Context: an optimization exercise on an open-source flow, tuned for small area, a short achievable clock period and few clock cycles. The choices shown serve that exercise and are no tape-out recipe. The RTL was checked by simulation tests, not by an equivalence proof against the original design.

## v5
==> flow/design.v (excerpt) <==
module rsa_modexp
#(
  parameter  int W   = 32,
  localparam int OPW = 2 * W
) (
  input  logic           clk,
  input  logic           rst_n,
  input  logic           start,
  input  logic [OPW-1:0] n,
  input  logic [OPW-1:0] exp,
  input  logic [OPW-1:0] msg,
  output logic [OPW-1:0] result,
  output logic           busy,
  output logic           done,
  output logic           err
);
For scale: ~4300 cells after synthesis, ~470 flip-flops, ~260 I/O pins, roughly 42000 um^2 of cells after synthesis.
Settings: LEC_CHECK=0, CAP_MARGIN=20, CORE_MARGIN=2, CORE_UTILIZATION=65, SLEW_MARGIN=20; clock period 10.5 ns.
standard.sh (not shown) runs the stock make flow with config.mk's settings and CLKGATE_MAP_FILE= SYNTH_SCRIPT=/design/flow/synth_recipe.tcl, a recipe that flattens the netlist after the stock synthesis.
==> flow/flow/run.sh <==
#!/bin/bash
# Standard ORFS layout (the standard.sh: its synthesis, SDC and clock
# period unchanged) with a larger setup repair margin, so that repair_timing
# aims for a shorter achieved period, and with buf_2 cells as the port
# buffers (every input and output port still gets one). make's full output
# goes to flow_make.log; ORFS keeps each step's log under orfs/logs.
set -euo pipefail
bash standard.sh SETUP_SLACK_MARGIN=6.4 "BUFFER_PORTS_ARGS=-buffer_cell sky130_fd_sc_hd__buf_2" finish > flow_make.log 2>&1
v5 completed every stage of the flow, and the final layout passed the timing, DRC and antenna checks.
Testbench counts of v5, summed over its fixed seeds: cycles 96,602.
--- input diff v5..v18 ---
==> flow/flow/run.sh <==
#!/bin/bash
# Standard ORFS layout (the standard.sh: its synthesis, SDC and clock
# period unchanged) with a larger setup repair margin, so that repair_timing
# aims for a shorter achieved period. make's full output goes to flow_make.log;
# ORFS keeps each step's log under orfs/logs.
set -euo pipefail
bash standard.sh SETUP_SLACK_MARGIN=6 finish > flow_make.log 2>&1
## What came out
Delta (v18 minus v5): worst-case hold slack went up by 0.020 ns; setup slack lost 0.32 ns. Summary: with v5 as the reference, final design instance area without fill in v18 moved down slightly. When v18 is measured against v5, its total length of routed met2 wires turns out 1.8% lower.
[inputs] v8 vs v18
==> flow/flow/run.sh <==
#!/bin/bash
# Standard ORFS layout (the standard.sh: its synthesis, SDC and clock
# period unchanged) with a larger setup repair margin, so that repair_timing
# aims for a shorter achieved period, and with buf_2 cells as the port
# buffers (every input and output port still gets one). make's full output
# goes to flow_make.log; ORFS keeps each step's log under orfs/logs.
set -euo pipefail
bash standard.sh SETUP_SLACK_MARGIN=6 "BUFFER_PORTS_ARGS=-buffer_cell sky130_fd_sc_hd__buf_2" finish > flow_make.log 2>&1
--- outcome ---
Slew at the pin with the worst max-slew slack of v8 is on par with v18.
Cell area | v8 vs v18 | v8 smaller
For v8, the endpoint of the most critical setup path was r_s[53], unlike v18, where it was r_a[52].
Diff v18..v8 | maximum root-to-sink buffer count | negligible
Diff v18 -> v8: minimum setup slack after placement fell by 0.18 ns; area of the multi-input gates closely matched the old numbers; number of gates resized after cts now larger.
v18 → v8: via count of the routed design went down; final core utilization went down; placed instance area went down; mean instance size in the synthesized netlist did not really move; width of the die did not really move.
Relative to v8, the following input files were edited for v7:
--- a/flow/flow/run.sh
+++ b/flow/flow/run.sh
@@ -8 +8 @@
-bash standard.sh SETUP_SLACK_MARGIN=6 "BUFFER_PORTS_ARGS=-buffer_cell sky130_fd_sc_hd__buf_2" finish > flow_make.log 2>&1
+bash standard.sh SETUP_SLACK_MARGIN=6.25 "BUFFER_PORTS_ARGS=-buffer_cell sky130_fd_sc_hd__buf_2" finish > flow_make.log 2>&1
Findings:
v7 against v8: multi-input gate share of total cell area shows a reduction of 0.78 points; share of the clock period used by the worst path after layout saw a decrease.


== the reference run ==
rsa_modexp again, from the RTL that the note above started with.
export LEC_CHECK = 0
export CAP_MARGIN = 20
export CORE_MARGIN = 2
export CORE_UTILIZATION = 60
export SLEW_MARGIN = 20
create_clock -name core_clock -period 10.5 [get_ports {clk}]
==> flow/flow/run.sh <==
#!/bin/bash
# Standard ORFS layout (the standard.sh: its synthesis, SDC and clock
# period unchanged) with a larger setup repair margin, so that repair_timing
# aims for a shorter achieved period, and with buf_2 cells as the port
# buffers (every input and output port still gets one). make's full output
# goes to flow_make.log; ORFS keeps each step's log under orfs/logs.
set -euo pipefail
bash standard.sh SETUP_SLACK_MARGIN=6 "BUFFER_PORTS_ARGS=-buffer_cell sky130_fd_sc_hd__buf_2" finish > flow_make.log 2>&1
The reference run ran to completion and came out clean on the timing, DRC and antenna checks.
Testbench counts of the reference run, summed over its fixed seeds: cycles 96,602.
For the trial run, these inputs were changed with respect to the reference run:
-- flow/flow/run.sh --
<<< the reference run, line 8
bash standard.sh SETUP_SLACK_MARGIN=6 "BUFFER_PORTS_ARGS=-buffer_cell sky130_fd_sc_hd__buf_2" finish > flow_make.log 2>&1
>>> the trial run, line 8
bash standard.sh SETUP_SLACK_MARGIN=6.4 "BUFFER_PORTS_ARGS=-buffer_cell sky130_fd_sc_hd__buf_2" finish > flow_make.log 2>&1
-- flow/config.mk --
<<< the reference run, line 10
export CORE_UTILIZATION = 60
>>> the trial run, line 10
export CORE_UTILIZATION = 65
export CTS_BUF_LIST = sky130_fd_sc_hd__clkbuf_8
Notes after the runs:
- Run comparison: the reference run capturing instance or port of the critical path r_s[54]$_DFFE_PP_; the trial run capturing instance or port of the critical path r_t[3]$_SDFF_PN0_
- Total number of H-tree levels, the reference run and the trial run: higher on the trial run
- There was hardly any difference in delay of the slowest critical-path stage between the trial run and the reference run.
- Wire length of the first global-routing pass on the trial run is behind the reference run.
- Sort the reference run and the trial run by relative slew slack desc -> top: the reference run
- Die span in y: the trial run vs the reference run down about 4%
- | total number of nets in the final design | the trial run vs the reference run | 2.7% higher |


run a:
rsa_modexp, a different RTL version from the one above (not shown whole).
Size: about 4300 cells after synthesis, ~470 flip-flops, roughly 260 I/O pins.
clock: 10.5 ns
lec_check: 0
cap_margin: 20
core_margin: 2
core_utilization: 45
slew_margin: 20
==> flow/flow/run.sh <==
#!/bin/bash
# Standard ORFS layout (the standard.sh: its synthesis, SDC and clock
# period unchanged) with a larger setup repair margin, so that repair_timing
# aims for a shorter achieved period. make's full output goes to flow_make.log;
# ORFS keeps each step's log under orfs/logs.
set -euo pipefail
bash standard.sh SETUP_SLACK_MARGIN=6.5 finish > flow_make.log 2>&1
Testbench counts of run a, summed over its fixed seeds: cycles 96,602.
[inputs] run b vs run a
--- a/flow/flow/run.sh
+++ b/flow/flow/run.sh
@@ -5,3 +5,3 @@
 # ORFS keeps each step's log under orfs/logs.
 set -euo pipefail
-bash standard.sh SETUP_SLACK_MARGIN=6.5 finish > flow_make.log 2>&1
+bash standard.sh SETUP_SLACK_MARGIN=7 finish > flow_make.log 2>&1
--- outcome ---
- On register-to-register path setup slack: run b sits below run a.
- Cell area went up by a little under 10% going from run a to run b.
- Summary of run b over run a: ratio of cells with drive above 1 in the final layout went up by 14 points; total of plain and repair buffers excluding clock buffers increased by about 60% relative to the old numbers; first-pass GRT wire length higher; worst slack on hold paths closely matched the old numbers.


## quartz
rsa_modexp, a different RTL version from the one above (not shown whole).
Size in the first run: about 4300 cells after synthesis, ~470 flip-flops, roughly 0.042 mm² of cells after synthesis.
export LEC_CHECK = 0
export CAP_MARGIN = 20
export CORE_MARGIN = 2
export CORE_UTILIZATION = 65
export SLEW_MARGIN = 20
create_clock -name core_clock -period 10.5 [get_ports {clk}]
==> flow/flow/run.sh <==
#!/bin/bash
# Standard ORFS layout (the standard.sh: its synthesis, SDC and clock
# period unchanged) with a larger setup repair margin, so that repair_timing
# aims for a shorter achieved period, and with buf_1 cells as the port
# buffers (every input and output port still gets one). make's full output
# goes to flow_make.log; ORFS keeps each step's log under orfs/logs.
set -euo pipefail
bash standard.sh SETUP_SLACK_MARGIN=6 "BUFFER_PORTS_ARGS=-buffer_cell sky130_fd_sc_hd__buf_1" finish > flow_make.log 2>&1
quartz: no failed stages, no open violations at the end
Testbench counts of quartz, summed over its fixed seeds: cycles 96,602.
What sierra does differently from quartz at the input level:
==> flow/flow/run.sh <==
#!/bin/bash
# Standard ORFS layout (the standard.sh: its synthesis, SDC and clock
# period unchanged) with a larger setup repair margin, so that repair_timing
# aims for a shorter achieved period. make's full output goes to flow_make.log;
# ORFS keeps each step's log under orfs/logs.
set -euo pipefail
bash standard.sh SETUP_SLACK_MARGIN=6.5 finish > flow_make.log 2>&1
-- flow/config.mk --
<<< quartz, line 8
export CAP_MARGIN = 20
export CORE_MARGIN = 2
export CORE_UTILIZATION = 65
export SLEW_MARGIN = 20
>>> sierra, line 8
export CAP_MARGIN = 20
export CORE_MARGIN = 2
export CORE_UTILIZATION = 55
export SLEW_MARGIN = 20
==> run notes <==
- Max standard cell core area across quartz and sierra: sierra
- Cell count (lower): quartz
- sierra completed end to end with timing, DRC and antenna clean.
- Compare quartz and sierra | global-route usage lower: sierra
- Re ratio of final minimum period to clock period: quartz and sierra aren't equal, and the lower value belongs to sierra.
Setup changes, sierra to violet
-- flow/flow/run.sh --
<<< sierra, line 5
# ORFS keeps each step's log under orfs/logs.
set -euo pipefail
bash standard.sh SETUP_SLACK_MARGIN=6.5 finish > flow_make.log 2>&1
>>> violet, line 5
# ORFS keeps each step's log under orfs/logs.
set -euo pipefail
bash standard.sh SETUP_SLACK_MARGIN=6 finish > flow_make.log 2>&1
-- flow/config.mk --
<<< sierra, line 8
export CAP_MARGIN = 20
export CORE_MARGIN = 2
export CORE_UTILIZATION = 55
export SLEW_MARGIN = 20
>>> violet, line 8
export CAP_MARGIN = 20
export CORE_MARGIN = 2
export CORE_UTILIZATION = 75
export SLEW_MARGIN = 20
[summary]
Summary of violet over sierra: worst hold slack across all endpoints has decreased; ratio of cells with drive above 1 in the final layout has decreased; routed wire length has decreased; pin count of the biggest net entering global routing has increased.
Critical path depth ends up higher on sierra.
Going from sierra to violet, core area shrank by more than a quarter.
When violet is measured against sierra, its count of clock-buffer cells in the layout turns out about 16% lower.
Looking at worst setup path endpoint, the r_s[33] result is from violet; the r_s[62] one comes from sierra.
violet: post-route cell area is about 6% lower than what sierra reported.
Worst path required time (higher): violet


## main
rsa_modexp, a different RTL version from the one above (not shown whole).
For scale: about 430 flip-flops, about 260 I/O pins, about 38000 µm² of cells after synthesis.
export LEC_CHECK = 0
export CAP_MARGIN = 20
export CORE_MARGIN = 2
export CORE_UTILIZATION = 45
export SLEW_MARGIN = 20
create_clock -name core_clock -period 10.5 [get_ports {clk}]
==> flow/flow/run.sh <==
#!/bin/bash
# Standard ORFS layout with a larger setup repair margin; the SDC and clock
# period are the standard flow's, unchanged. make's full output goes to flow_make.log.
set -euo pipefail
bash standard.sh SETUP_SLACK_MARGIN=7 finish > flow_make.log 2>&1
main finished every stage and its layout cleared the timing, DRC and antenna checks.
Testbench counts of main, summed over its fixed seeds: cycles 115,826.
diff inputs: main => the feature branch
Settings: putting ABC_CLOCK_PERIOD_IN_PS at 2500 where nothing was set; putting SETUP_SLACK_MARGIN at 5 where nothing was set.
==> flow/run.sh (new file) <==
#!/bin/bash
# synth_recipe.tcl (not shown) runs the flow's synth.tcl, then flattens the netlist and writes it again
# the make line also repeats each setting of config.mk as NAME=value (left out here)
make -C /OpenROAD-flow-scripts/flow DESIGN_CONFIG=/design/flow/config.mk WORK_HOME=/design/flow/orfs CLKGATE_MAP_FILE= SYNTH_SCRIPT=/design/flow/synth_recipe.tcl finish
removed: flow/flow/run.sh
removed: flow/standard.sh
[summary]
The clock buffer count in the final layout number comes out higher for the feature branch vs main.
Going from main to the feature branch, part of the cycle the worst path needs shrinks by 0.48 points.
Sort the feature branch and main by DRC violation total after the first TritonRoute iteration, descending, and main comes first.
Non-clock buffer count in the feature branch is 312 below main.
Diff main -> the feature branch | post-cts gate resize count | down by more than half
Between the feature branch and main, total routing usage reported by global routing is higher for main, the feature branch comes in under that.
Non-clock buffer area fraction after layout: the feature branch vs main down 5.4 points
Against main as the reference, the feature branch delivers a higher cell depth of the worst flop-to-flop path.


build 3:
rsa_modexp with an RTL version that a note above also has.
For scale: about 4,300 cells after synthesis, roughly 470 flip-flops, ~42,000 µm² of cells after synthesis.
export LEC_CHECK = 0
export CAP_MARGIN = 20
export CORE_MARGIN = 2
export CORE_UTILIZATION = 55
export SLEW_MARGIN = 20
create_clock -name core_clock -period 10.5 [get_ports {clk}]
==> flow/flow/run.sh <==
#!/bin/bash
# Standard ORFS layout (the standard.sh: its synthesis, SDC and clock
# period unchanged) with a larger setup repair margin, so that repair_timing
# aims for a shorter achieved period. make's full output goes to flow_make.log;
# ORFS keeps each step's log under orfs/logs.
set -euo pipefail
bash standard.sh SETUP_SLACK_MARGIN=6 finish > flow_make.log 2>&1
Build 3: done, clean on timing, DRC and antenna
Testbench counts of build 3, summed over its fixed seeds: cycles 96,602.
> inputs changed (build 3 -> build 39)
Settings: a change of CORE_UTILIZATION from 55 to 65.
--- outcome ---
Compared with build 3, in build 39 post-layout minimum cycle time grew by 10 ps; setup slack shrank by 10 ps; final worst-path cycle share held steady. [build 39 vs build 3] final non-filler cell area: lower in build 39. Compared to build 3, the router laid down less metal wire for build 39. The placed wire-length estimate in build 39 sits 5300 µm below the value recorded for build 3. Comparing number of nets at the end of the flow for build 3 and build 39, the bigger number came from build 3.

==> re-timing with driven ports <==
In the flow no input, the clock included, has a driving cell. The finished layouts below were timed again as built, in two steps.
Step 1: set_driving_cell puts a clkbuf_16 on clk and a buf_2 on each other input, an assumption about the parent block.
Step 2 adds t to the input delays and takes it off the output delays; t is the mean of the earliest and latest rising clock arrival at the registers after step 1. Input paths then give back, and output paths get back, about the clock's delay inside the block.
Three values: no drivers, after step 1, after step 2; two values: the first two.
run	shift t [ns]	setup WS [ns]	slew at the worst register clock pin (ns)
v5	0.706	6.270 / 6.270 / 6.270	0.07 / 0.07
v18	0.701	5.949 / 5.949 / 5.949	0.07 / 0.07
v8	0.710	6.030 / 6.030 / 6.030	0.07 / 0.07
v7	0.719	6.191 / 6.191 / 6.191	0.07 / 0.07
the reference run	0.697	6.043 / 6.043 / 6.043	0.07 / 0.07
the trial run	0.776	6.223 / 6.223 / 6.223	0.07 / 0.07
run a	0.739	6.260 / 6.260 / 6.260	0.07 / 0.07
run b	0.743	6.171 / 6.171 / 6.171	0.07 / 0.07
quartz	0.716	6.051 / 6.051 / 6.051	0.07 / 0.07
sierra	0.708	6.083 / 6.083 / 6.083	0.07 / 0.07
violet	0.704	5.875 / 5.875 / 5.875	0.07 / 0.07
main	0.720	5.077 / 5.077 / 5.077	0.07 / 0.07
the feature branch	0.711	5.128 / 5.128 / 5.128	0.07 / 0.07
build 3	0.724	6.038 / 6.038 / 6.038	0.07 / 0.07
build 39	0.720	6.028 / 6.028 / 6.028	0.07 / 0.07
After both steps setup and hold are still met in every run listed.
